What follows belongs to an exercise in optimizing a design on an open flow for small area and a short achievable clock period; a production flow would make more cautious choices. Where RTL was checked, it was by simulation tests only, not by an equivalence proof against the original. For run 1, only the layout was checked, not whether the RTL still works.

## flow/design.v (module list and top-level ports; edited modules follow where they fit)
// module fir3_top: 2097 lines
module fir3_top #(
  parameter int W  = 32,
  parameter int XW = 16
) (
  input  logic          CLK,
  input  logic          rst,
  input  logic [XW-1:0] h0,
  input  logic [XW-1:0] h1,
  input  logic [XW-1:0] h2,
  input  logic [XW-1:0] x,
  output logic [W-1:0]  y
);
  // ...
==> flow/run.sh <==
#!/bin/bash
# synth_recipe.tcl (not shown) runs the flow's synth.tcl, then flattens the netlist and writes it again
# the make line also repeats each setting of config.mk as NAME=value (left out here)
make -C /OpenROAD-flow-scripts/flow DESIGN_CONFIG=/design/flow/config.mk WORK_HOME=/design/flow/orfs CLKGATE_MAP_FILE= SYNTH_SCRIPT=/design/flow/synth_recipe.tcl finish
==> flow/config.mk <==
export PLATFORM = sky130hd
export DESIGN_NAME = fir3_top
export DESIGN_NICKNAME = fir3_top
export VERILOG_FILES = /design/flow/design.v
export SDC_FILE = /design/flow/constraint.sdc
export NUM_CORES = 4
export LEC_CHECK = 0
export CAP_MARGIN = 20
export CORE_MARGIN = 2
export CORE_UTILIZATION = 40
export SLEW_MARGIN = 20
==> flow/constraint.sdc <==
create_clock -name core_clock -period 10.0 [get_ports {CLK}]
set_input_delay 2.0000 -clock core_clock [delete_from_list [all_inputs] [get_ports {CLK}]]
set_output_delay 2.0000 -clock core_clock [all_outputs]
set_load 0.01 [all_outputs]
==> metrics.md, run 1 <==
| Metric | Value |
|---|---|
| Crit share post-route | `89.5%` |
| Layout clock buffers | `10` |
| DR top layer | `met4` |
| Buffers on Ports | `97` |
| Total track usage | `29.6%` |
| Initial Util | `40.6%` |
| Status | `no timing/DRC/antenna violations` |
| Signal buf overhead | `6.70%` |
| DR WL/cell | `23.6 µm` |
| CTS root buffer | `clkbuf_16` |
| Area share of the largest cell type after synthesis | `28.1%` |
| Top cell types by occurrence after synthesis | `nand2_1, inv_1, a21oi_1` |
| Hold slack | `0.586 ns` |
| CTS Sinks | `80` |
| Count of plain and timing-repair buffers | `217` |
| Hold Vio Cnt, Final | `0` |
| WS Path Type | `in2reg` |
| Max-slew violations | `0` |
| Maxcap violations | `0` |
| Post_cts resized | `0` |
| Post-synthesis net count | `4061` |
| Synth Flop Type | `dfrtp_1` |
| Vias | `25800` |
| Inverters | `383` |
| RSZ-0062 raised after global routing | `no` |
| Setup Fix Bufs, Post-CTS | `0` |
| Met3 usage | `4.58%` |
| Sequential share of the synthesized area | `7.62%` |
| Fraction of registers with async set/reset | `100%` |
| Crit-path most repeated cell | `fa_1` |
==> inputs of run 2 (changes only) <==
--- a/flow/design.v
+++ b/flow/design.v
@@ -824,16 +824,73 @@
   logic s755, c756;
   logic s757, c758;
   logic s759, c760;
   logic s761, c762;
   logic s763, c764;
   logic s765, c766;
   logic s767, c768;
   logic [31:0] opa, opb;
+  logic gu1_1, pu1_1;
+  logic gu1_3, pu1_3;
+  logic gu1_5, pu1_5;
+  logic gu1_7, pu1_7;
+  logic gu1_9, pu1_9;
+  logic gu1_11, pu1_11;
+  logic gu1_13, pu1_13;
+  logic gu1_15, pu1_15;
+  logic gu1_17, pu1_17;
+  logic gu1_19, pu1_19;
+  logic gu1_21, pu1_21;
+  logic gu1_23, pu1_23;
+  logic gu1_25, pu1_25;
+  logic gu1_27, pu1_27;
+  logic gu1_29, pu1_29;
+  logic gu1_31, pu1_31;
+  logic gu2_3, pu2_3;
+  logic gu2_7, pu2_7;
+  logic gu2_11, pu2_11;
+  logic gu2_15, pu2_15;
+  logic gu2_19, pu2_19;
+  logic gu2_23, pu2_23;
+  logic gu2_27, pu2_27;
+  logic gu2_31, pu2_31;
+  logic gu3_7, pu3_7;
+  logic gu3_15, pu3_15;
+  logic gu3_23, pu3_23;
+  logic gu3_31, pu3_31;
+  logic gu4_15, pu4_15;
+  logic gu4_31, pu4_31;
+  logic gu5_31, pu5_31;
+  logic gd6_23, pd6_23;
+  logic gd7_11, pd7_11;
+  logic gd7_19, pd7_19;
+  logic gd7_27, pd7_27;
+  logic gd8_5, pd8_5;
+  logic gd8_9, pd8_9;
+  logic gd8_13, pd8_13;
+  logic gd8_17, pd8_17;
+  logic gd8_21, pd8_21;
+  logic gd8_25, pd8_25;
+  logic gd8_29, pd8_29;
+  logic gd9_2, pd9_2;
+  logic gd9_4, pd9_4;
+  logic gd9_6, pd9_6;
+  logic gd9_8, pd9_8;
+  logic gd9_10, pd9_10;
+  logic gd9_12, pd9_12;
+  logic gd9_14, pd9_14;
+  logic gd9_16, pd9_16;
+  logic gd9_18, pd9_18;
+  logic gd9_20, pd9_20;
+  logic gd9_22, pd9_22;
+  logic gd9_24, pd9_24;
+  logic gd9_26, pd9_26;
+  logic gd9_28, pd9_28;
+  logic gd9_30, pd9_30;
   assign one0_0 = d0_q[0] ^ 1'b0;
   assign two0_0 = (d0_q[1] & ~d0_q[0] & ~1'b0) | (~d0_q[1] & d0_q[0] & 1'b0);
   assign neg0_0 = d0_q[1];
   assign pp0_0_0 = ((one0_0 & h0[0])) ^ neg0_0;
   assign pp0_0_1 = ((one0_0 & h0[1]) | (two0_0 & h0[0])) ^ neg0_0;
   assign pp0_0_2 = ((one0_0 & h0[2]) | (two0_0 & h0[1])) ^ neg0_0;
   assign pp0_0_3 = ((one0_0 & h0[3]) | (two0_0 & h0[2])) ^ neg0_0;
   assign pp0_0_4 = ((one0_0 & h0[4]) | (two0_0 & h0[3])) ^ neg0_0;
@@ -2074,17 +2131,165 @@
   assign s763 = c754 ^ s761 ^ c756;
   assign c764 = (c754 & s761) | (c756 & (c754 ^ s761));
   assign s765 = pp0_7_16 ^ pp1_7_16 ^ pp2_7_16;
   assign c766 = (pp0_7_16 & pp1_7_16) | (pp2_7_16 & (pp0_7_16 ^ pp1_7_16));
   assign s767 = c760 ^ s765 ^ c762;
   assign c768 = (c760 & s765) | (c762 & (c760 ^ s765));
   assign opa = {c766, c764, c758, c748, c736, c720, c702, c680, c656, c628, c598, c564, c528, c488, c446, c400, s397, c308, c268, c228, c194, s191, c132, c104, s101, s79, s57, s41, s25, s15, s5, s1};
   assign opb = {c768, s767, s763, s757, s747, s735, s719, s701, s679, s655, s627, s597, s563, s527, s487, s445, s399, s353, s307, s267, s227, s193, s159, s131, s103, s81, s59, s43, s27, s17, s7, s3};
-  assign y_d = opa + opb;
+  logic [31:0] g0, p0;
+  assign g0 = opa & opb;
+  assign p0 = opa ^ opb;
+  assign gu1_1 = g0[1] | (p0[1] & g0[0]);
+  assign pu1_1 = p0[1] & p0[0];
+  assign gu1_3 = g0[3] | (p0[3] & g0[2]);
+  assign pu1_3 = p0[3] & p0[2];
+  assign gu1_5 = g0[5] | (p0[5] & g0[4]);
+  assign pu1_5 = p0[5] & p0[4];
+  assign gu1_7 = g0[7] | (p0[7] & g0[6]);
+  assign pu1_7 = p0[7] & p0[6];
+  assign gu1_9 = g0[9] | (p0[9] & g0[8]);
+  assign pu1_9 = p0[9] & p0[8];
+  assign gu1_11 = g0[11] | (p0[11] & g0[10]);
+  assign pu1_11 = p0[11] & p0[10];
+  assign gu1_13 = g0[13] | (p0[13] & g0[12]);
+  assign pu1_13 = p0[13] & p0[12];
+  assign gu1_15 = g0[15] | (p0[15] & g0[14]);
+  assign pu1_15 = p0[15] & p0[14];
+  assign gu1_17 = g0[17] | (p0[17] & g0[16]);
+  assign pu1_17 = p0[17] & p0[16];
+  assign gu1_19 = g0[19] | (p0[19] & g0[18]);
+  assign pu1_19 = p0[19] & p0[18];
+  assign gu1_21 = g0[21] | (p0[21] & g0[20]);
+  assign pu1_21 = p0[21] & p0[20];
+  assign gu1_23 = g0[23] | (p0[23] & g0[22]);
+  assign pu1_23 = p0[23] & p0[22];
+  assign gu1_25 = g0[25] | (p0[25] & g0[24]);
+  assign pu1_25 = p0[25] & p0[24];
+  assign gu1_27 = g0[27] | (p0[27] & g0[26]);
+  assign pu1_27 = p0[27] & p0[26];
+  assign gu1_29 = g0[29] | (p0[29] & g0[28]);
+  assign pu1_29 = p0[29] & p0[28];
+  assign gu1_31 = g0[31] | (p0[31] & g0[30]);
+  assign pu1_31 = p0[31] & p0[30];
+  assign gu2_3 = gu1_3 | (pu1_3 & gu1_1);
+  assign pu2_3 = pu1_3 & pu1_1;
+  assign gu2_7 = gu1_7 | (pu1_7 & gu1_5);
+  assign pu2_7 = pu1_7 & pu1_5;
+  assign gu2_11 = gu1_11 | (pu1_11 & gu1_9);
+  assign pu2_11 = pu1_11 & pu1_9;
+  assign gu2_15 = gu1_15 | (pu1_15 & gu1_13);
+  assign pu2_15 = pu1_15 & pu1_13;
+  assign gu2_19 = gu1_19 | (pu1_19 & gu1_17);
+  assign pu2_19 = pu1_19 & pu1_17;
+  assign gu2_23 = gu1_23 | (pu1_23 & gu1_21);
+  assign pu2_23 = pu1_23 & pu1_21;
+  assign gu2_27 = gu1_27 | (pu1_27 & gu1_25);
+  assign pu2_27 = pu1_27 & pu1_25;
+  assign gu2_31 = gu1_31 | (pu1_31 & gu1_29);
+  assign pu2_31 = pu1_31 & pu1_29;
+  assign gu3_7 = gu2_7 | (pu2_7 & gu2_3);
+  assign pu3_7 = pu2_7 & pu2_3;
+  assign gu3_15 = gu2_15 | (pu2_15 & gu2_11);
+  assign pu3_15 = pu2_15 & pu2_11;
+  assign gu3_23 = gu2_23 | (pu2_23 & gu2_19);
+  assign pu3_23 = pu2_23 & pu2_19;
+  assign gu3_31 = gu2_31 | (pu2_31 & gu2_27);
+  assign pu3_31 = pu2_31 & pu2_27;
+  assign gu4_15 = gu3_15 | (pu3_15 & gu3_7);
+  assign pu4_15 = pu3_15 & pu3_7;
+  assign gu4_31 = gu3_31 | (pu3_31 & gu3_23);
+  assign pu4_31 = pu3_31 & pu3_23;
+  assign gu5_31 = gu4_31 | (pu4_31 & gu4_15);
+  assign pu5_31 = pu4_31 & pu4_15;
+  assign gd6_23 = gu3_23 | (pu3_23 & gu4_15);
+  assign pd6_23 = pu3_23 & pu4_15;
+  assign gd7_11 = gu2_11 | (pu2_11 & gu3_7);
+  assign pd7_11 = pu2_11 & pu3_7;
+  assign gd7_19 = gu2_19 | (pu2_19 & gu4_15);
+  assign pd7_19 = pu2_19 & pu4_15;
+  assign gd7_27 = gu2_27 | (pu2_27 & gd6_23);
+  assign pd7_27 = pu2_27 & pd6_23;
+  assign gd8_5 = gu1_5 | (pu1_5 & gu2_3);
+  assign pd8_5 = pu1_5 & pu2_3;
+  assign gd8_9 = gu1_9 | (pu1_9 & gu3_7);
+  assign pd8_9 = pu1_9 & pu3_7;
+  assign gd8_13 = gu1_13 | (pu1_13 & gd7_11);
+  assign pd8_13 = pu1_13 & pd7_11;
+  assign gd8_17 = gu1_17 | (pu1_17 & gu4_15);
+  assign pd8_17 = pu1_17 & pu4_15;
+  assign gd8_21 = gu1_21 | (pu1_21 & gd7_19);
+  assign pd8_21 = pu1_21 & pd7_19;
+  assign gd8_25 = gu1_25 | (pu1_25 & gd6_23);
+  assign pd8_25 = pu1_25 & pd6_23;
+  assign gd8_29 = gu1_29 | (pu1_29 & gd7_27);
+  assign pd8_29 = pu1_29 & pd7_27;
+  assign gd9_2 = g0[2] | (p0[2] & gu1_1);
+  assign pd9_2 = p0[2] & pu1_1;
+  assign gd9_4 = g0[4] | (p0[4] & gu2_3);
+  assign pd9_4 = p0[4] & pu2_3;
+  assign gd9_6 = g0[6] | (p0[6] & gd8_5);
+  assign pd9_6 = p0[6] & pd8_5;
+  assign gd9_8 = g0[8] | (p0[8] & gu3_7);
+  assign pd9_8 = p0[8] & pu3_7;
+  assign gd9_10 = g0[10] | (p0[10] & gd8_9);
+  assign pd9_10 = p0[10] & pd8_9;
+  assign gd9_12 = g0[12] | (p0[12] & gd7_11);
+  assign pd9_12 = p0[12] & pd7_11;
+  assign gd9_14 = g0[14] | (p0[14] & gd8_13);
+  assign pd9_14 = p0[14] & pd8_13;
+  assign gd9_16 = g0[16] | (p0[16] & gu4_15);
+  assign pd9_16 = p0[16] & pu4_15;
+  assign gd9_18 = g0[18] | (p0[18] & gd8_17);
+  assign pd9_18 = p0[18] & pd8_17;
+  assign gd9_20 = g0[20] | (p0[20] & gd7_19);
+  assign pd9_20 = p0[20] & pd7_19;
+  assign gd9_22 = g0[22] | (p0[22] & gd8_21);
+  assign pd9_22 = p0[22] & pd8_21;
+  assign gd9_24 = g0[24] | (p0[24] & gd6_23);
+  assign pd9_24 = p0[24] & pd6_23;
+  assign gd9_26 = g0[26] | (p0[26] & gd8_25);
+  assign pd9_26 = p0[26] & pd8_25;
+  assign gd9_28 = g0[28] | (p0[28] & gd7_27);
+  assign pd9_28 = p0[28] & pd7_27;
+  assign gd9_30 = g0[30] | (p0[30] & gd8_29);
+  assign pd9_30 = p0[30] & pd8_29;
+  assign y_d[0] = p0[0];
+  assign y_d[1] = p0[1] ^ g0[0];
+  assign y_d[2] = p0[2] ^ gu1_1;
+  assign y_d[3] = p0[3] ^ gd9_2;
+  assign y_d[4] = p0[4] ^ gu2_3;
+  assign y_d[5] = p0[5] ^ gd9_4;
+  assign y_d[6] = p0[6] ^ gd8_5;
+  assign y_d[7] = p0[7] ^ gd9_6;
+  assign y_d[8] = p0[8] ^ gu3_7;
+  assign y_d[9] = p0[9] ^ gd9_8;
+  assign y_d[10] = p0[10] ^ gd8_9;
+  assign y_d[11] = p0[11] ^ gd9_10;
+  assign y_d[12] = p0[12] ^ gd7_11;
+  assign y_d[13] = p0[13] ^ gd9_12;
+  assign y_d[14] = p0[14] ^ gd8_13;
+  assign y_d[15] = p0[15] ^ gd9_14;
+  assign y_d[16] = p0[16] ^ gu4_15;
+  assign y_d[17] = p0[17] ^ gd9_16;
+  assign y_d[18] = p0[18] ^ gd8_17;
+  assign y_d[19] = p0[19] ^ gd9_18;
+  assign y_d[20] = p0[20] ^ gd7_19;
+  assign y_d[21] = p0[21] ^ gd9_20;
+  assign y_d[22] = p0[22] ^ gd8_21;
+  assign y_d[23] = p0[23] ^ gd9_22;
+  assign y_d[24] = p0[24] ^ gd6_23;
+  assign y_d[25] = p0[25] ^ gd9_24;
+  assign y_d[26] = p0[26] ^ gd8_25;
+  assign y_d[27] = p0[27] ^ gd9_26;
+  assign y_d[28] = p0[28] ^ gd7_27;
+  assign y_d[29] = p0[29] ^ gd9_28;
+  assign y_d[30] = p0[30] ^ gd8_29;
+  assign y_d[31] = p0[31] ^ gd9_30;
   always_ff @(posedge CLK or negedge rst) begin
     if (!rst) begin
       d0_q <= '0;
       d1_q <= '0;
       d2_q <= '0;
       y_q  <= '0;
     end else begin
       d0_q <= x;
==> flow/config.mk (replaced) <==
export PLATFORM = sky130hd
export DESIGN_NAME = fir3_top
export DESIGN_NICKNAME = fir3_top
export VERILOG_FILES = /design/flow/design.v
export SDC_FILE = /design/flow/constraint.sdc
export NUM_CORES = 4
export LEC_CHECK = 0
export ABC_AREA = 1
export CAP_MARGIN = 20
export CORE_MARGIN = 2
export CORE_UTILIZATION = 40
export SLEW_MARGIN = 20
==> run 2 against run 1 <==
  * Still clean on timing, DRC and antenna
  * Setup slack gained 0.13 ns
  * Die area shrank 28%
  * Clock skew grew 0.012 ns
  * Routed wire length shrank 34%
  * Synthesized cell count shrank 46%
  * Utilization grew 0.88 points
  * Critical path type unchanged
==> metrics.md, run 2 <==
| Metric | Value |
|---|---|
| Status | `no timing/DRC/antenna violations (unchanged)` |
| Avg Cell Area, Syn | `9.73 µm² (was 7.34 µm²)` |
| Initial Util | `40.4% (was 40.6%)` |
| Clk Latency, worst-skew pair | `0.41 ns (was 0.40 ns)` |
| Clock transition at path regs | `0.09 ns (was 0.08 ns)` |
| WS Path Type | `in2reg (unchanged)` |
| Setup crit start kind | `input port (unchanged)` |
| CTS Sinks | `80 (unchanged)` |
| Area contributors post-synth | `fa_1, xor2_1, dfrtp_1, o22ai_1, inv_1 (was fa_1, dfrtp_1, a21oi_1, nand2_1, inv_1)` |
| Sequential share of the synthesized area | `10.7% (was 7.62%)` |
| Crit-path leading delay family | `adder cells (unchanged)` |
| Max-slew violations | `0 (unchanged)` |
| Post-DRT Antenna Nets | `0 (unchanged)` |
| Grt ovf | `0 (unchanged)` |
| Max Fanout on Critical Path | `15 (was 12)` |
| Biggest register | `y_q (unchanged)` |
| Die Y-Extent | `221 µm (was 260 µm)` |
| Fraction of registers with async set/reset | `100% (unchanged)` |
| Hold WC Path Type | `reg2reg (unchanged)` |
| Cells after Synth | `1927 (was 3579)` |
| Buffers on Ports | `97 (unchanged)` |
| First-pass GRT wire length | `100000 µm (was 152000 µm)` |
| Die width | `221 µm (was 260 µm)` |
| Maxcap violations | `0 (unchanged)` |
| Total track usage | `28.4% (was 29.6%)` |
| Rel. slew slack | `40.1% (was 19.4%)` |
| Post_cts resized | `0 (unchanged)` |
| Die ar. | `0.0486 mm² (was 0.0678 mm²)` |
| CP max stage cell | `fa_1 (was clkdlybuf4s50_1)` |
| Post-synthesis net count | `2422 (was 4061)` |
| Initial antenna violation count | `0 (unchanged)` |
| Area of the multi-input gates | `0.0154 mm² (was 0.0212 mm²)` |
| TNS Setup | `0 ns (unchanged)` |
| Flops & latches, synth | `80 (unchanged)` |
| CTS tree | `yes (unchanged)` |
| Number of flip-flops in the largest register | `32 (unchanged)` |
| FF/Latch Area | `0.00200 mm² (was 0.00201 mm²)` |
| R2R setup slack | `1.99 ns (was 1.77 ns)` |
| Vias per inst | `5.83 (was 6.09)` |
| Hold Vio Cnt, Final | `0 (unchanged)` |
| CP Buf/Inv Count | `5 (was 3)` |
| Setup Fix Bufs, Post-CTS | `0 (unchanged)` |
| Area share of the largest cell type after synthesis | `41.0% (was 28.1%)` |
| Detailed Place HPWL | `53500 µm (was 77200 µm)` |
| GP Congestion | `0.945 (was 0.989)` |
| HP Start | `d0_q[12] (unchanged)` |
| DR DRC count | `0 (unchanged)` |
| Non-filler cells, final | `2546 (was 4238)` |
| Reg2Reg Depth | `25 (was 21)` |
| Initial DRC count | `1428 (was 3512)` |
| Clock Tree Buf Depth | `2 (unchanged)` |
| Crit-path max cell delay | `0.67 ns (was 0.79 ns)` |
| First-pass DRT Iterations | `5 (was 6)` |
| Ys Warns | `1 (unchanged)` |
| Total CTS buffers | `9 (unchanged)` |
| Rows | `79 (was 93)` |
| Required time worst endpoint | `10.28 ns (was 10.30 ns)` |
| Pre-CTS WS | `0.823 ns (was 0.785 ns)` |
| Most frequent cells in the layout | `xor2_1, fa_1, o22ai_1 (was nand2_1, inv_1, a21oi_1)` |
| Most frequent cell after synthesis | `xor2_1 (was nand2_1)` |
| Slew @ Worst Pin | `0.899 ns (was 1.21 ns)` |
| Worst path arrival time | `9.11 ns (was 9.26 ns)` |
| Crit-path most repeated cell | `fa_1 (unchanged)` |
| Top cell types by occurrence after synthesis | `xor2_1, fa_1, o22ai_1 (was nand2_1, inv_1, a21oi_1)` |
| Synth Flop Type | `dfrtp_1 (unchanged)` |
| # hold bufs at CTS | `0 (unchanged)` |
| RSZ-0062 raised after global routing | `no (unchanged)` |
| Nets | `2429 (was 3860)` |
| DR WL/cell | `26.1 µm (was 23.6 µm)` |
| Fill count | `4548 (was 6722)` |
| Crit share post-route | `88.3% (was 89.5%)` |
| Fmax | `113 MHz (was 112 MHz)` |
| Antenna cells | `0 (unchanged)` |
| Post-route minimum period | `8.83 ns (was 8.95 ns)` |
| Final WS setup | `1.17 ns (was 1.05 ns)` |
| Most common cell after layout, fill and taps aside | `xor2_1 (was nand2_1)` |
| IO Pins | `98 (unchanged)` |
| Final setup violation count | `0 (unchanged)` |
| Vias | `14800 (was 25800)` |
| Vias in the first global route | `15600 (was 23400)` |
| Core area | `0.0465 mm² (was 0.0647 mm²)` |
| Critical R2R Launch | `d2_q[3] (was d1_q[2])` |
| CTS root buffer | `clkbuf_16 (unchanged)` |
| Worst Hold Endpoint | `d1_q[12] (unchanged)` |
| Clk_skew | `0.0239 ns (was 0.0123 ns)` |
| Layout cells sized above 1 | `5.05% (was 5.11%)` |
| Post-Syn Area | `0.0188 mm² (was 0.0263 mm²)` |
| P&R area growth vs syn | `9.01% (was 6.18%)` |
| Post-synth EDFFs | `0 (unchanged)` |
| Worst r2r dst | `y_q[22] (was y_q[30])` |
| CP endpoint kind | `flip-flop (unchanged)` |
| Worst hold path stage count | `0 (unchanged)` |
| WL final | `66400 µm (was 100000 µm)` |
| Yosys cell types | `29 (was 75)` |
| Synth area leader | `fa_1 (unchanged)` |
| Largest net degree at the start of global routing | `56 (was 61)` |
| H-tree Lvls | `3 (unchanged)` |
| # placed instances | `2530 (was 4222)` |
-- run 2: layer usage --
metal / vias up / global-route usage, % / wire length, µm
met5: - / 0 / 0
met4: 0 / 15.9 / 4280
met3: 146 / 3.18 / 3880
met2: 664 / 47.0 / 32100
met1: 7676 / 36.5 / 26100
li1: 6345 / - / -
-- run 2: how the worst max path moves through the flow --
stage / start / to / slack (ns) / cells after the start
6_report: h2[8] / y_q[22] / 1.17 / 25
5_1_grt: h2[8] / y_q[22] / 0.90 / 25
4_1_cts: h2[8] / y_q[22] / 1.24 / 25
3_5_place_dp: h2[8] / y_q[22] / 0.82 / 25
3_3_place_gp: h2[8] / y_q[22] / 0.84 / 25
2_1_floorplan: h0[1] / y_q[31] / 2.05 / 25
-- run 2: through the flow --
step / hold WS (ns) / util [%] / cell area, µm²
floorplan: 0.352 / - / 18800
global placement: 0.387 / 43.3 / 20100
detailed placement: 0.388 / 43.3 / 20100
CTS: 0.404 / 44.0 / 20400
global route: 0.415 / 44.0 / 20400
finish: 0.403 / 44.0 / 20400
-- run 2: cells by family (layout without fill, tap and decap cells) --
family	count (synthesis)	in the layout	synth area share (%)
flip-flops	80	80	10.7
XOR/XNOR	396	396	18.5
AND/OR/NAND/NOR	242	242	5.08
AO/OA/AOI/OAI	433	433	14.3
adder cells (fa/ha/maj)	429	429	44.0
buffers and inverters	347	359	7.46
-- run 2: cell type report --
type	instances	share of cell area, %
tap	607	3.72
sequential	80	9.79
multi-input combinational	1500	75.1
clock inverter	7	0.526
timing repair buffer	125	5.77
inverter	218	4.00
clock buffer	9	1.10
==> inputs of run 3 (changes only) <==
--- a/flow/config.mk
+++ b/flow/config.mk
@@ -10,3 +10,4 @@
 export CORE_MARGIN = 2
 export CORE_UTILIZATION = 40
+export SETUP_SLACK_MARGIN = 3
 export SLEW_MARGIN = 20
==> run 3 against run 2 <==
  * Flip-flop and latch count stayed put
  * Routed wire length increased by 5.3%
  * Utilization grew 6.5 points
  * Design area grew 15%
  * Still clean
  * Die area did not move
==> metrics.md, run 3 <==
| Metric | Value |
|---|---|
| Status | `no timing/DRC/antenna violations (unchanged)` |
| Worst path arrival time | `7.86 ns (was 9.11 ns)` |
| Most frequent cell after synthesis | `xor2_1 (unchanged)` |
| Most frequent cells in the layout | `xor2_1, fa_1, o22ai_1 (unchanged)` |
| Die Y-Extent | `221 µm (unchanged)` |
| CTS Sinks | `80 (unchanged)` |
| Initial antenna violation count | `0 (unchanged)` |
| Required time worst endpoint | `10.27 ns (was 10.28 ns)` |
| GP Congestion | `0.950 (was 0.945)` |
| Met1 Use GR | `37.0% (was 36.5%)` |
| Met3 usage | `2.72% (was 3.18%)` |
| Initial Util | `40.4% (unchanged)` |
| Final setup violation count | `0 (unchanged)` |
| Setup crit start kind | `input port (unchanged)` |
| Hold Vio Cnt, Final | `0 (unchanged)` |
| Hold WC Path Type | `reg2reg (unchanged)` |
| Vias per inst | `5.87 (was 5.83)` |
| Layout cells sized above 1 | `29.9% (was 5.05%)` |
| Largest net degree at the start of global routing | `53 (was 56)` |
| Detailed Place HPWL | `52900 µm (was 53500 µm)` |
| Slew @ Worst Pin | `1.08 ns (was 0.899 ns)` |
| Rows | `79 (unchanged)` |
| Fmax | `132 MHz (was 113 MHz)` |
| Buffers on Ports | `97 (unchanged)` |
| Total track usage | `29.8% (was 28.4%)` |
| RSZ-0062 raised after global routing | `yes (was no)` |
| Die width | `221 µm (unchanged)` |
| Nets | `2589 (was 2429)` |
| CTS tree | `yes (unchanged)` |
| Most common cell after layout, fill and taps aside | `xor2_1 (unchanged)` |
| First-pass DRT Iterations | `6 (was 5)` |
| Avg Cell Area, Syn | `9.73 µm² (unchanged)` |
| Grt ovf | `0 (unchanged)` |
| DR DRC count | `0 (unchanged)` |
| P&R area growth vs syn | `25.0% (was 9.01%)` |
| Max-slew violations | `0 (unchanged)` |
| H-tree Lvls | `3 (unchanged)` |
| Fill count | `4192 (was 4548)` |
| Pre-CTS WS | `1.04 ns (was 0.823 ns)` |
| Post-route minimum period | `7.59 ns (was 8.83 ns)` |
| Clk_skew | `0.0122 ns (was 0.0239 ns)` |
| Post-synth EDFFs | `0 (unchanged)` |
| Clk Latency, worst-skew pair | `0.40 ns (was 0.41 ns)` |
| Post-synthesis net count | `2422 (unchanged)` |
| Post-DRT Antenna Nets | `0 (unchanged)` |
| First-pass GRT wire length | `105000 µm (was 100000 µm)` |
| Max Fanout on Critical Path | `5 (was 15)` |
| Sequential share of the synthesized area | `10.7% (unchanged)` |
| Cells after Synth | `1927 (unchanged)` |
| Synth area leader | `fa_1 (unchanged)` |
| # hold bufs at CTS | `0 (unchanged)` |
| DR WL/cell | `25.8 µm (was 26.1 µm)` |
| Antenna cells | `0 (unchanged)` |
| WS Path Type | `in2reg (unchanged)` |
| Core area | `0.0465 mm² (unchanged)` |
| Total CTS buffers | `9 (unchanged)` |
| Vias in the first global route | `16700 (was 15600)` |
| Clock Tree Buf Depth | `2 (unchanged)` |
| Rel. slew slack | `27.8% (was 40.1%)` |
| Post-Syn Area | `0.0188 mm² (unchanged)` |
| IO Pins | `98 (unchanged)` |
| Initial DRC count | `1700 (was 1428)` |
| Synth Flop Type | `dfrtp_1 (unchanged)` |
| Ys Warns | `1 (unchanged)` |
| Number of flip-flops in the largest register | `32 (unchanged)` |
| Flops & latches, synth | `80 (unchanged)` |
| Crit share post-route | `75.9% (was 88.3%)` |
| Vias | `15900 (was 14800)` |
| Global route hottest layer | `met2 (unchanged)` |
| TNS Setup | `0 ns (unchanged)` |
| Clock transition at path regs | `0.07 ns (was 0.09 ns)` |
| Biggest register | `y_q (unchanged)` |
| Met2 track demand over resource | `49.0% (was 47.0%)` |
| Top cell types by occurrence after synthesis | `xor2_1, fa_1, o22ai_1 (unchanged)` |
| WL final | `69900 µm (was 66400 µm)` |
| Area contributors post-synth | `fa_1, xor2_1, dfrtp_1, o22ai_1, inv_1 (unchanged)` |
| CP endpoint kind | `flip-flop (unchanged)` |
| Area share of the largest cell type after synthesis | `41.0% (unchanged)` |
| Post-layout util | `50.5% (was 44.0%)` |
| Maxcap violations | `0 (unchanged)` |
| Die ar. | `0.0486 mm² (unchanged)` |
| Yosys cell types | `29 (unchanged)` |
| CTS root buffer | `clkbuf_16 (unchanged)` |
| Hold slack | `0.402 ns (was 0.403 ns)` |
| Fraction of registers with async set/reset | `100% (unchanged)` |
| Final WS setup | `2.41 ns (was 1.17 ns)` |
==> run 3: cell counts after synthesis <==
Identical to the previous run, type by type.
==> run 3: worst max-delay path: stages <==
cell and delay, ns:
buf_8 0.08, clkinvlp_4 0.17, buf_6 0.17, buf_4 0.13, buf_4 0.13, o22ai_2 0.16
xor2_2 0.20, fa_1 0.48, fa_2 0.43, fa_2 0.43, fa_2 0.41, fa_1 0.41
fa_1 0.48, inv_1 0.06, fa_1 0.50, ha_4 0.30, nand4_1 0.23, nor2_2 0.26
nand2_4 0.07, nand2_4 0.10, inv_1 0.09, o21ai_2 0.13, fa_2 0.44
==> run 3: routing by layer <==
metal	share of wire (%)	vias up	routed length [µm]
met5	0	-	0
met4	8.3	0	5770
met3	6.9	212	4860
met2	48	902	33700
met1	37	8155	25600
li1	-	6621	-
==> run 3: final timing paths <==
| path | startpoint | end | slack, ns | depth (start not counted) |
|---|---|---|---|---|
| max in group asynchronous | rst | y_q[28] | 7.32 | 2 |
| setup / recovery | h0[1] | y_q[26] | 2.41 | 23 |
| hold reg to reg | d0_q[4] | d1_q[4] | 0.40 | 0 |
| setup reg to reg | d1_q[5] | y_q[26] | 2.55 | 25 |
| hold / removal | d0_q[4] | d1_q[4] | 0.40 | 0 |
| min in group asynchronous | rst | y_q[6] | 1.57 | 1 |
==> run 3: repair_timing <==
action                     4_1_cts  5_1_grt
cloned                           2        0
pin swaps                      147       99
setup endpoints to repair       24       23
gates resized for setup        416      110
buffers inserted               156       18
hold endpoints to repair         0        0
==> run 3: area by class of cell <==
cell class	instances	area, µm²	share of cell area, %
tap	607	759	3.24
timing repair inverter	1	7.51	0.0320
clock inverter	7	85.1	0.363
clock buffer	9	225	0.961
timing repair buffer	284	2570	11.0
multi-input combinational	1500	16800	71.6
inverter	218	1000	4.27
sequential	80	2000	8.54
==> run 3: through the flow <==
stage / cell area, µm² / std cells
2_1_floorplan: 19200 / 1927
3_3_place_gp: 20200 / 2514
3_5_place_dp: 20200 / 2514
4_1_cts: 22800 / 2688
5_1_grt: 23400 / 2706
6_report: 23400 / 2706
==> run 3: cells by family after synthesis <==
group / synth area share, %
fa+ha+maj: 44.0
compound gates: 14.3
flops: 10.7
xor+xnor: 18.5
simple gates: 5.08
buf+inv: 7.46
==> inputs of run 4 (changes only) <==
--- a/flow/config.mk
+++ b/flow/config.mk
@@ -10,4 +10,4 @@
 export CORE_MARGIN = 2
 export CORE_UTILIZATION = 40
-export SETUP_SLACK_MARGIN = 3
+export SETUP_SLACK_MARGIN = 1.5
 export SLEW_MARGIN = 20
==> run 4 against run 3 <==
  * Final cell count decreased by 1.6%
  * Design area decreased by 6.6%
  * Synthesized area unchanged
  * Largest cell class unchanged
==> metrics.md, run 4 <==
| Metric | Value |
|---|---|
| Crit-path most repeated cell | `fa_1` |
| TNS Setup | `0 ns (unchanged)` |
| Crit share post-route | `83.3% (was 75.9%)` |
| Sequential share of the synthesized area | `10.7% (unchanged)` |
| P&R area growth vs syn | `16.7% (was 25.0%)` |
| Initial Util | `40.4% (unchanged)` |
| Synth Flop Type | `dfrtp_1 (unchanged)` |
| Met1 Use GR | `36.7% (was 37.0%)` |
| Met2 track demand over resource | `47.7% (was 49.0%)` |
| WS Path Type | `in2reg (unchanged)` |
| Hold Vio Cnt, Final | `0 (unchanged)` |
| Maxcap violations | `0 (unchanged)` |
| Most frequent cell after synthesis | `xor2_1 (unchanged)` |
| Post-synth EDFFs | `0 (unchanged)` |
| Die Y-Extent | `221 µm (unchanged)` |
| Initial DRC count | `1445 (was 1700)` |
| H-tree Lvls | `3 (unchanged)` |
| Crit-path leading delay family | `adder cells (unchanged)` |
| Clk_skew | `0.0237 ns (was 0.0122 ns)` |
| Rows | `79 (unchanged)` |
| Required time worst endpoint | `10.29 ns (was 10.27 ns)` |
| Cells after Synth | `1927 (unchanged)` |
| WL final | `68700 µm (was 69900 µm)` |
| CP endpoint kind | `flip-flop (unchanged)` |
| DR DRC count | `0 (unchanged)` |
| RSZ-0062 raised after global routing | `no (was yes)` |
| CP Buf/Inv Count | `6 (was 7)` |
| Avg Cell Area, Syn | `9.73 µm² (unchanged)` |
| Fmax | `120 MHz (was 132 MHz)` |
| Worst path arrival time | `8.61 ns (was 7.86 ns)` |
| Post-Syn Area | `0.0188 mm² (unchanged)` |
| Detailed Place HPWL | `53500 µm (was 52900 µm)` |
| CTS Sinks | `80 (unchanged)` |
| Buffers on Ports | `97 (unchanged)` |
| Status | `no timing/DRC/antenna violations (unchanged)` |
| Vias | `15400 (was 15900)` |
| Vias in the first global route | `16000 (was 16700)` |
| Die width | `221 µm (unchanged)` |
| Vias per inst | `5.79 (was 5.87)` |
| GP Congestion | `0.945 (was 0.950)` |
| Post-synthesis net count | `2422 (unchanged)` |
| Fraction of registers with async set/reset | `100% (unchanged)` |
| Total track usage | `28.9% (was 29.8%)` |
| Most frequent cells in the layout | `xor2_1, fa_1, o22ai_1 (unchanged)` |
| Clock transition at path regs | `0.08 ns (was 0.07 ns)` |
| Layout cells sized above 1 | `15.4% (was 29.9%)` |
| Top cell types by occurrence after synthesis | `xor2_1, fa_1, o22ai_1 (unchanged)` |
| Max Fanout on Critical Path | `8 (was 5)` |
| Largest net degree at the start of global routing | `56 (was 53)` |
| Slew @ Worst Pin | `0.928 ns (was 1.08 ns)` |
| Crit-path max cell delay | `0.54 ns (was 0.50 ns)` |
| Fill count | `4455 (was 4192)` |
| CTS root buffer | `clkbuf_16 (unchanged)` |
| Hold WC Path Type | `reg2reg (unchanged)` |
| Total CTS buffers | `9 (unchanged)` |
| Area contributors post-synth | `fa_1, xor2_1, dfrtp_1, o22ai_1, inv_1 (unchanged)` |
| Number of flip-flops in the largest register | `32 (unchanged)` |
| Met3 usage | `3.40% (was 2.72%)` |
| Design Area, Final | `0.0219 mm² (was 0.0234 mm²)` |
| First-pass DRT Iterations | `5 (was 6)` |
| Final setup violation count | `0 (unchanged)` |
| Ys Warns | `1 (unchanged)` |
| DR WL/cell | `25.8 µm (about the same)` |
| Antenna cells | `0 (unchanged)` |
| CP max stage cell | `clkdlybuf4s50_1 (was fa_1)` |
| Post-route minimum period | `8.33 ns (was 7.59 ns)` |
| Die ar. | `0.0486 mm² (unchanged)` |
| Nets | `2547 (was 2589)` |
| Synth area leader | `fa_1 (unchanged)` |
| Initial antenna violation count | `0 (unchanged)` |
| Rel. slew slack | `38.1% (was 27.8%)` |
| Placed cell areas | `0.0201 mm² (was 0.0202 mm²)` |
| Grt ovf | `0 (unchanged)` |
| Flops & latches, synth | `80 (unchanged)` |
| Max-slew violations | `0 (unchanged)` |
| Yosys cell types | `29 (unchanged)` |
| Clock Tree Buf Depth | `2 (unchanged)` |
| CTS tree | `yes (unchanged)` |
| Area share of the largest cell type after synthesis | `41.0% (unchanged)` |
| Clk Latency, worst-skew pair | `0.41 ns (was 0.40 ns)` |
| First-pass GRT wire length | `102000 µm (was 105000 µm)` |
| Global route hottest layer | `met2 (unchanged)` |
| Core area | `0.0465 mm² (unchanged)` |
| Most common cell after layout, fill and taps aside | `xor2_1 (unchanged)` |
| IO Pins | `98 (unchanged)` |
| Setup crit start kind | `input port (unchanged)` |
| Biggest register | `y_q (unchanged)` |
| Post-DRT Antenna Nets | `0 (unchanged)` |
==> run 4: worst paths after layout <==
check	start	to	slack [ns]	depth (start not counted)
max in group asynchronous	rst	d0_q[9]	7.32	2
worst min-delay path	d0_q[12]	d1_q[12]	0.40	0
min in group asynchronous	rst	y_q[8]	1.54	1
worst max-delay path	h1[2]	y_q[31]	1.67	26
worst max register to register	d2_q[3]	y_q[26]	2.20	25
worst min register to register	d0_q[12]	d1_q[12]	0.40	0
==> run 4: routing by layer <==
metal / vias to the layer above / share of wire, %
met5: - / 0
met2: 757 / 48
met1: 7937 / 38
met4: 0 / 7.0
met3: 168 / 6.5
li1: 6559 / -
==> run 4: through the flow <==
| step | hold slack, ns | std cells | utilization [%] | setup WS (ns) |
|---|---|---|---|---|
| 2_1_floorplan | 0.352 | 1927 | - | 2.05 |
| 3_3_place_gp | 0.387 | 2530 | 43.3 | 0.835 |
| 3_5_place_dp | 0.388 | 2530 | 43.3 | 0.823 |
| 4_1_cts | 0.404 | 2606 | 45.2 | 1.50 |
| 5_1_grt | 0.415 | 2664 | 47.1 | 1.46 |
| 6_report | 0.403 | 2664 | 47.1 | 1.67 |
==> run 4: what timing repair did <==
| action | 4_1_cts | 5_1_grt |
|---|---|---|
| setup buffers | 60 | 54 |
| gates cloned | 0 | 4 |
| pin swaps | 1 | 24 |
| hold buffers | 0 | 0 |
| resized for setup | 31 | 95 |
| endpoints found under the setup margin | 12 | 14 |
==> run 4: cells by family (layout without fill, tap and decap cells) <==
logic type | Yosys count | after routing | synth area share (%)
DFF | 80 | 80 | 10.7
adders and majority gates | 429 | 429 | 44.0
buffers and inverters | 347 | 477 | 7.46
and+or+nand+nor | 242 | 242 | 5.08
AOI/OAI and AO/OA | 433 | 433 | 14.3
xor gates and xnor gates | 396 | 396 | 18.5
==> run 4: worst register-to-register path, cell delays in order, from the launching register on <==
cell and delay [ns]:
dfrtp_1 0.62, inv_2 0.36, o21ai_2 0.81, o22ai_1 0.18, xor2_1 0.21, fa_1 0.63
fa_1 0.47, fa_1 0.52, fa_1 0.45, fa_1 0.51, inv_1 0.05, fa_1 0.47
ha_1 0.23, ha_1 0.32, ha_4 0.32, nand2_1 0.09, nor2_2 0.15, inv_1 0.06
nor2_1 0.09, nand2_1 0.10, nand2_4 0.12, nand2_1 0.07, nand2_2 0.12, inv_1 0.08
o21ai_0 0.19, fa_1 0.45
==> run 4: final cells by class <==
type	count	area, µm²	area share, %
multi-input combinational	1500	15700	71.7
timing repair buffer	239	2120	9.70
inverter	218	957	4.37
timing repair inverter	4	20.0	0.0915
clock buffer	9	225	1.03
tap	607	759	3.47
sequential	80	2000	9.15
clock inverter	7	108	0.492
==> inputs of run 5 (changes only) <==
--- a/flow/config.mk
+++ b/flow/config.mk
@@ -9,5 +9,5 @@
 export CAP_MARGIN = 20
 export CORE_MARGIN = 2
-export CORE_UTILIZATION = 40
-export SETUP_SLACK_MARGIN = 1.5
+export CORE_UTILIZATION = 65
+export PLACE_DENSITY = 0.75
 export SLEW_MARGIN = 20
==> run 5 against run 4 <==
  * Synthesized area unchanged
  * Still clean on timing, DRC and antenna
  * Clock-buffer cell count unchanged
  * Fmax is 4.6% lower
  * Highest routed layer unchanged
  * Flip-flop and latch count is the same
  * Via count up 0.16%
  * Final cell count down 13%
  * First-iteration DRC count increased by 50%
  * Register-to-register slack worse by 0.18 ns
==> metrics.md, run 5 <==
| Metric | Value |
|---|---|
| Status | `no timing/DRC/antenna violations (unchanged)` |
| Total CTS buffers | `9 (unchanged)` |
| Slew @ Worst Pin | `0.927 ns (was 0.928 ns)` |
| Number of flip-flops in the largest register | `32 (unchanged)` |
| Synth area leader | `fa_1 (unchanged)` |
| Grt ovf | `0 (unchanged)` |
| Post-synth EDFFs | `0 (unchanged)` |
| Post-synthesis net count | `2422 (unchanged)` |
| Met1 Use GR | `57.0% (was 36.7%)` |
| Pre-CTS WS | `0.923 ns (was 0.823 ns)` |
| Nets | `2417 (was 2547)` |
| IO Pins | `98 (unchanged)` |
| Ys Warns | `1 (unchanged)` |
| Total track usage | `44.6% (was 28.9%)` |
| First-pass GRT wire length | `98600 µm (was 102000 µm)` |
| Global route hottest layer | `met2 (unchanged)` |
| CTS root buffer | `clkbuf_16 (unchanged)` |
| Final WS setup | `1.28 ns (was 1.67 ns)` |
| Max Fanout on Critical Path | `15 (was 8)` |
| Clk_skew | `0.0309 ns (was 0.0237 ns)` |
| Die Y-Extent | `174 µm (was 221 µm)` |
| CTS tree | `yes (unchanged)` |
| Yosys cell types | `29 (unchanged)` |
| WL final | `65100 µm (was 68700 µm)` |
| CTS Sinks | `80 (unchanged)` |
| Rel. slew slack | `38.2% (was 38.1%)` |
| Final setup violation count | `0 (unchanged)` |
| Synth Flop Type | `dfrtp_1 (unchanged)` |
| Post-DRT Antenna Nets | `0 (unchanged)` |
| Crit share post-route | `87.2% (was 83.3%)` |
| DR WL/cell | `28.2 µm (was 25.8 µm)` |
| Vias | `15400 (about the same)` |
| Die width | `174 µm (was 221 µm)` |
| Die ar. | `0.0302 mm² (was 0.0486 mm²)` |
| Cells after Synth | `1927 (unchanged)` |
| Setup crit start kind | `input port (unchanged)` |
| Antenna cells | `0 (unchanged)` |
| Core area | `0.0285 mm² (was 0.0465 mm²)` |
| Most frequent cells in the layout | `xor2_1, fa_1, o22ai_1 (unchanged)` |
| Post-Syn Area | `0.0188 mm² (unchanged)` |
| Initial DRC count | `2173 (was 1445)` |
| Setup Fix Bufs, Post-CTS | `0 (was 60)` |
| Clock Tree Buf Depth | `2 (unchanged)` |
| Vias per inst | `6.68 (was 5.79)` |
| Detailed Place HPWL | `51500 µm (was 53500 µm)` |
| Hold slack | `0.389 ns (was 0.403 ns)` |
| Fmax | `115 MHz (was 120 MHz)` |
| Placed cell areas | `0.0197 mm² (was 0.0201 mm²)` |
| Rows | `62 (was 79)` |
| Largest net degree at the start of global routing | `58 (was 56)` |
| Most frequent cell after synthesis | `xor2_1 (unchanged)` |
| H-tree Lvls | `3 (unchanged)` |
| Met3 usage | `10.5% (was 3.40%)` |
| Area share of the largest cell type after synthesis | `41.0% (unchanged)` |
| Required time worst endpoint | `10.27 ns (was 10.29 ns)` |
| Biggest register | `y_q (unchanged)` |
| Most common cell after layout, fill and taps aside | `xor2_1 (unchanged)` |
| Met2 track demand over resource | `67.4% (was 47.7%)` |
| Avg Cell Area, Syn | `9.73 µm² (unchanged)` |
| First-pass DRT Iterations | `8 (was 5)` |
| Sequential share of the synthesized area | `10.7% (unchanged)` |
| TNS Setup | `0 ns (unchanged)` |
| Hold Vio Cnt, Final | `0 (unchanged)` |
| RSZ-0062 raised after global routing | `no (unchanged)` |
| Fraction of registers with async set/reset | `100% (unchanged)` |
| Post_cts resized | `0 (was 31)` |
| Hold WC Path Type | `reg2reg (unchanged)` |
| Fill count | `2199 (was 4455)` |
| Initial antenna violation count | `0 (unchanged)` |
| Post-route minimum period | `8.72 ns (was 8.33 ns)` |
| P&R area growth vs syn | `7.05% (was 16.7%)` |
| Design Area, Final | `0.0201 mm² (was 0.0219 mm²)` |
| Max-slew violations | `0 (unchanged)` |
| Layout cells sized above 1 | `4.46% (was 15.4%)` |
| CP endpoint kind | `flip-flop (unchanged)` |
| Buffers on Ports | `97 (unchanged)` |
| Top cell types by occurrence after synthesis | `xor2_1, fa_1, o22ai_1 (unchanged)` |
| Maxcap violations | `0 (unchanged)` |
| Flops & latches, synth | `80 (unchanged)` |
| Initial Util | `65.7% (was 40.4%)` |
| DR DRC count | `0 (unchanged)` |
| Vias in the first global route | `16000 (about the same)` |
| Area contributors post-synth | `fa_1, xor2_1, dfrtp_1, o22ai_1, inv_1 (unchanged)` |
| Clk Latency, worst-skew pair | `0.42 ns (was 0.41 ns)` |
| WS Path Type | `in2reg (unchanged)` |
| GP Congestion | `1.03 (was 0.945)` |
| Clock transition at path regs | `0.08 ns (about the same)` |
| Worst path arrival time | `8.99 ns (was 8.61 ns)` |
| # hold bufs at CTS | `0 (unchanged)` |
==> run 5: path summary, 6_finish.rpt <==
check | cells past startpoint | slack [ns] | to | from
max | 25 | 1.28 | y_q[26] | h0[10]
min | 0 | 0.39 | d1_q[6] | d0_q[6]
max reg2reg | 25 | 2.02 | y_q[26] | d0_q[3]
min reg2reg | 0 | 0.39 | d1_q[6] | d0_q[6]
max in group asynchronous | 2 | 7.30 | d1_q[14] | rst
min in group asynchronous | 1 | 1.51 | d2_q[0] | rst
==> run 5: layout make-up <==
type	instances	area (µm²)	area share [%]
Clock buffer	9	225	1.12
Clock inverter	7	108	0.536
Inverter	218	818	4.08
Multi-Input combinational cell	1500	15400	76.5
Sequential cell	80	2000	9.97
Tap cell	384	480	2.39
Timing Repair Buffer	113	1090	5.42
==> run 5: metrics by stage <==
| stage | std cells | utilization (%) |
|---|---|---|
| global route | 2311 | 70.3 |
| CTS | 2311 | 70.3 |
| global placement | 2295 | 69.1 |
| floorplan | 1927 | - |
| finish | 2311 | 70.3 |
| detailed placement | 2295 | 69.1 |
==> run 5: routing by layer <==
| metal | part of all wire [%] | wire length (µm) |
|---|---|---|
| met5 | 0 | 0 |
| met2 | 45 | 29300 |
| met3 | 11 | 7000 |
| met4 | 8.8 | 5740 |
| met1 | 35 | 23100 |
==> run 5: cells by family (layout without fill, tap and decap cells) <==
group | after synthesis | in the layout | synth area share (%)
flip-flops | 80 | 80 | 10.7
adder cells (fa/ha/maj) | 429 | 429 | 44.0
buffers and inverters | 347 | 347 | 7.46
XOR/XNOR | 396 | 396 | 18.5
AND/OR/NAND/NOR | 242 | 242 | 5.08
AO/OA/AOI/OAI | 433 | 433 | 14.3
==> run 5: worst max-delay path: stages <==
cell,delay [ns]
clkdlybuf4s50_1,0.43
inv_1,0.37
o22ai_1,0.22
xor2_1,0.23
fa_1,0.65
fa_1,0.59
fa_1,0.44
fa_1,0.46
fa_1,0.52
inv_1,0.05
fa_1,0.46
ha_1,0.22
ha_1,0.27
ha_1,0.35
nand2_1,0.09
nor2_1,0.14
inv_1,0.06
nor2_1,0.10
nand2_1,0.07
nand2_1,0.21
nand2_1,0.09
nand2_1,0.18
inv_1,0.09
o21ai_0,0.23
fa_1,0.47
==> inputs of run 6 (changes only) <==
==> flow/flow/run.sh (new file) <==
#!/bin/bash
# Standard ORFS layout, except that the ports are buffered by flow/ports.tcl
# (small buffers on the outputs, stronger ones on the inputs) instead of by
# the default buffer_ports call.
set -euo pipefail
here=$(pwd)
bash standard.sh \
  DONT_BUFFER_PORTS=1 \
  PRE_GLOBAL_PLACE_TCL="$here/flow/ports.tcl" \
  finish > "$here/standard_finish.log" 2>&1
==> flow/flow/ports.tcl (new file) <==
# Buffer every input and output port (the clock port excepted, as buffer_ports does).
buffer_ports -inputs -buffer_cell sky130_fd_sc_hd__buf_2
buffer_ports -outputs -buffer_cell sky130_fd_sc_hd__buf_1
==> flow/standard.sh (new file) <==
#!/bin/bash
# synth_recipe.tcl (not shown) runs the flow's synth.tcl, then flattens the netlist and writes it again
# the make line also repeats each setting of config.mk as NAME=value (left out here)
make -C /OpenROAD-flow-scripts/flow DESIGN_CONFIG=/design/flow/config.mk WORK_HOME=/design/flow/orfs CLKGATE_MAP_FILE= SYNTH_SCRIPT=/design/flow/synth_recipe.tcl "${@:-finish}"
--- a/flow/config.mk
+++ b/flow/config.mk
@@ -9,5 +9,4 @@
 export CAP_MARGIN = 20
 export CORE_MARGIN = 2
-export CORE_UTILIZATION = 65
-export PLACE_DENSITY = 0.75
+export CORE_UTILIZATION = 40
 export SLEW_MARGIN = 20
removed: flow/run.sh
==> run 6 against run 5 <==
  * Final cell count is 5.5% higher
  * Still clean on timing, DRC and antenna
  * Design area down 3.5%
  * Sequential share of layout area is 0.36 points higher
  * Die area grew 61%
  * Utilization down 29 points
  * First-iteration DRC count is 23% lower
==> metrics.md, run 6 <==
| Metric | Value |
|---|---|
| Total CTS buffers | `9 (unchanged)` |
| Total track usage | `28.7% (was 44.6%)` |
| Fraction of registers with async set/reset | `100% (unchanged)` |
| Setup crit start kind | `input port (unchanged)` |
| Crit-path most repeated cell | `fa_1 (unchanged)` |
| WL final | `66800 µm (was 65100 µm)` |
| Post_cts resized | `0 (unchanged)` |
| Clock Tree Buf Depth | `2 (unchanged)` |
| Core area | `0.0465 mm² (was 0.0285 mm²)` |
| Layout cells sized above 1 | `4.70% (was 4.46%)` |
| DR DRC count | `0 (unchanged)` |
| Vias per inst | `5.92 (was 6.68)` |
| Slew @ Worst Pin | `0.952 ns (was 0.927 ns)` |
| Most frequent cells in the layout | `xor2_1, fa_1, o22ai_1 (unchanged)` |
| Post-DRT Antenna Nets | `0 (unchanged)` |
| Vias | `14400 (was 15400)` |
| DR WL/cell | `27.4 µm (was 28.2 µm)` |
| CP Buf/Inv Count | `4 (was 5)` |
| Top cell types by occurrence after synthesis | `xor2_1, fa_1, o22ai_1 (unchanged)` |
| Rows | `79 (was 62)` |
| Area share of the largest cell type after synthesis | `41.0% (unchanged)` |
| Antenna cells | `0 (unchanged)` |
| First-pass DRT Iterations | `5 (was 8)` |
| Die ar. | `0.0486 mm² (was 0.0302 mm²)` |
| Nets | `2321 (was 2417)` |
| Grt ovf | `0 (unchanged)` |
| Worst path arrival time | `8.56 ns (was 8.99 ns)` |
| Final setup violation count | `0 (unchanged)` |
| Max Fanout on Critical Path | `15 (unchanged)` |
| Crit path depth | `24 (was 25)` |
| Rel. slew slack | `36.5% (was 38.2%)` |
| Global route hottest layer | `met2 (unchanged)` |
| Most frequent cell after synthesis | `xor2_1 (unchanged)` |
| Max-slew violations | `0 (unchanged)` |
| Most common cell after layout, fill and taps aside | `xor2_1 (unchanged)` |
| Status | `no timing/DRC/antenna violations (unchanged)` |
| Synth Flop Type | `dfrtp_1 (unchanged)` |
| CTS root buffer | `clkbuf_16 (unchanged)` |
| GP Congestion | `0.961 (was 1.03)` |
| # hold bufs at CTS | `0 (unchanged)` |
| WS Path Type | `in2reg (unchanged)` |
| Hold WC Path Type | `reg2reg (unchanged)` |
| Met3 usage | `3.41% (was 10.5%)` |
| Required time worst endpoint | `10.29 ns (was 10.27 ns)` |
| Met1 Use GR | `37.0% (was 57.0%)` |
| Initial DRC count | `1679 (was 2173)` |
| Buffers on Ports | `96 (was 97)` |
| Area contributors post-synth | `fa_1, xor2_1, dfrtp_1, o22ai_1, inv_1 (unchanged)` |
| Vias in the first global route | `15200 (was 16000)` |
| Worst hold path stage count | `0 (unchanged)` |
| Avg Cell Area, Syn | `9.73 µm² (unchanged)` |
| Crit-path cells | `inv_1 -> o21ai_1 -> xor2_1 -> fa_1 -> fa_1 -> fa_1 -> fa_1 -> fa_1 -> inv_1 -> fa_1 -> ha_1 -> ha_1 -> ha_1 -> nand2_1 -> nor2_1 -> inv_1 -> nor2_1 -> nand2_1 -> nand2_1 -> nand2_1 -> nand2_1 -> inv_1 -> o21ai_0 -> fa_1` |
| Final WS setup | `1.72 ns (was 1.28 ns)` |
| Die width | `221 µm (was 174 µm)` |
| Fmax | `121 MHz (was 115 MHz)` |
| Crit share post-route | `82.8% (was 87.2%)` |
| Yosys cell types | `29 (unchanged)` |
| IO Pins | `98 (unchanged)` |
| First-pass GRT wire length | `100000 µm (was 98600 µm)` |
| Reg2Reg Depth | `25 (unchanged)` |
| Synth area leader | `fa_1 (unchanged)` |
| Setup Fix Bufs, Post-CTS | `0 (unchanged)` |
| Number of flip-flops in the largest register | `32 (unchanged)` |
| Clk Latency, worst-skew pair | `0.41 ns (was 0.42 ns)` |
| CP max stage cell | `fa_1 (unchanged)` |
| Hold Vio Cnt, Final | `0 (unchanged)` |
| Pre-CTS WS | `1.35 ns (was 0.923 ns)` |
| TNS Setup | `0 ns (unchanged)` |
| Ys Warns | `1 (unchanged)` |
| H-tree Lvls | `3 (unchanged)` |
| Flops & latches, synth | `80 (unchanged)` |
| Biggest register | `y_q (unchanged)` |
| CTS Sinks | `80 (unchanged)` |
| Initial antenna violation count | `0 (unchanged)` |
| Die Y-Extent | `221 µm (was 174 µm)` |
| Maxcap violations | `0 (unchanged)` |
| Post-synth EDFFs | `0 (unchanged)` |
| Largest net degree at the start of global routing | `81 (was 58)` |
| CP endpoint kind | `flip-flop (unchanged)` |
| Crit-path max cell delay | `0.59 ns (was 0.65 ns)` |
| CTS tree | `yes (unchanged)` |
| Crit-path leading delay family | `adder cells (unchanged)` |
| Initial Util | `40.4% (was 65.7%)` |
| P&R area growth vs syn | `3.30% (was 7.05%)` |
| Cells after Synth | `1927 (unchanged)` |
| Post-Syn Area | `0.0188 mm² (unchanged)` |
| Met2 track demand over resource | `47.9% (was 67.4%)` |
| RSZ-0062 raised after global routing | `no (unchanged)` |
| Detailed Place HPWL | `53700 µm (was 51500 µm)` |
| Post-route minimum period | `8.28 ns (was 8.72 ns)` |
| Clock transition at path regs | `0.09 ns (was 0.08 ns)` |
| Sequential share of the synthesized area | `10.7% (unchanged)` |
| Clk_skew | `0.0264 ns (was 0.0309 ns)` |
| Post-synthesis net count | `2422 (unchanged)` |
==> run 6: kinds of logic (layout without fill, tap and decap cells) <==
logic type / Yosys count / count (layout) / share of synthesized area [%]
AO/OA/AOI/OAI: 433 / 433 / 14.3
XOR/XNOR: 396 / 396 / 18.5
adder cells (fa/ha/maj): 429 / 429 / 44.0
buffers and inverters: 347 / 251 / 7.46
flip-flops: 80 / 80 / 10.7
AND/OR/NAND/NOR: 242 / 242 / 5.08
==> run 6: area by class of cell <==
| type | instances | area [µm²] |
|---|---|---|
| Clock buffer | 9 | 225 |
| Clock inverter | 7 | 86.3 |
| Fill cell | 4571 | 27100 |
| Inverter | 218 | 818 |
| Multi-Input combinational cell | 1500 | 15400 |
| Sequential cell | 80 | 2000 |
| Tap cell | 607 | 759 |
| Timing Repair Buffer | 17 | 128 |
==> run 6: metal layers <==
metal  wire [µm]  part of all wire (%)  vias up
met1       26400                    40     7514
met4        3660                   5.5        0
met3        4190                   6.3      114
met5           0                     0        -
met2       32500                    49      673
li1            -                     -     6124
==> run 6: metrics by stage <==
stage | util [%] | hold slack [ns] | cell area (µm²) | cells
after global routing | 41.7 | 0.406 | 19400 | 2438
after CTS | 41.7 | 0.394 | 19400 | 2438
final | 41.7 | 0.388 | 19400 | 2438
after detailed placement | 41.0 | 0.387 | 19100 | 2422
after global placement | 41.0 | 0.387 | 19100 | 2422
after floorplan | - | 0.352 | 18800 | 1927
==> run 6: path summary, 6_finish.rpt <==
| check | startpoint | endpoint | slack, ns |
|---|---|---|---|
| worst min register to register | d1_q[10] | d2_q[10] | 0.39 |
| max in group asynchronous | rst | d1_q[11] | 8.49 |
| worst max-delay path | h0[12] | y_q[26] | 1.72 |
| worst min-delay path | d1_q[10] | d2_q[10] | 0.39 |
| worst max register to register | d2_q[5] | y_q[26] | 2.09 |
| min in group asynchronous | rst | y_q[10] | 1.29 |
==> run 6: worst reg2reg max path, stage by stage, from the launching register on <==
cell	delay [ns]
dfrtp_1	0.54
inv_2	0.32
o21ai_2	0.85
o22ai_1	0.19
xor2_1	0.21
fa_1	0.66
fa_1	0.47
fa_1	0.52
fa_1	0.45
fa_1	0.51
inv_1	0.05
fa_1	0.48
ha_1	0.21
ha_1	0.27
ha_1	0.33
nand2_1	0.08
nor2_1	0.15
inv_1	0.05
nor2_1	0.09
nand2_1	0.06
nand2_1	0.23
nand2_1	0.09
nand2_1	0.19
inv_1	0.11
o21ai_0	0.21
fa_1	0.44

[separate check: timing with driven ports]
No port has a modelled driver above. Below, the same layouts with a new extraction and two added sets of constraints. Step 1 assumes that a clkbuf_16 drives the clock port and a buf_2 every other input. Step 2 moves the port delays by t, midway between the first and last clock arrival at a register: inputs arrive t later, outputs are due t later. That takes back most of the time a late clock gives input paths. a / b / c = ideal / step 1 / step 2; a / b = the first two.
| run | t, ns | slack for setup (ns) | worst hold slack (ns) | worst setup path at the end | max-slew violations | capacitance violations | pins driven straight from the clock port |
|---|---|---|---|---|---|---|---|
| run 1 | 0.454 | 1.046 / 1.085 / 0.632 | 0.586 / 0.586 / 0.586 | input to register | 0 / 0 | 0 / 0 | 1 |
| run 2 | 0.452 | 1.172 / 1.198 / 0.746 | 0.403 / 0.403 / 0.403 | input to register | 0 / 0 | 0 / 0 | 1 |
| run 3 | 0.456 | 2.410 / 2.417 / 1.961 | 0.402 / 0.402 / 0.402 | input to register | 0 / 0 | 0 / 0 | 1 |
| run 4 | 0.453 | 1.675 / 1.692 / 1.239 | 0.403 / 0.403 / 0.403 | input to register | 0 / 0 | 0 / 0 | 1 |
| run 5 | 0.457 | 1.276 / 1.312 / 0.855 | 0.389 / 0.389 / 0.389 | input to register | 0 / 0 | 0 / 0 | 1 |
| run 6 | 0.452 | 1.724 / 1.739 / 1.287 | 0.388 / 0.388 / 0.388 | input to register | 0 / 81 | 0 / 1 | 1 |
After both steps setup and hold are still met in every run listed. The drivers bring new slew violations in run 6. The drivers bring new capacitance violations in run 6. The setup slack of run 3, which loses most, moves by +0.007 ns with the drivers and by -0.449 ns with both steps.
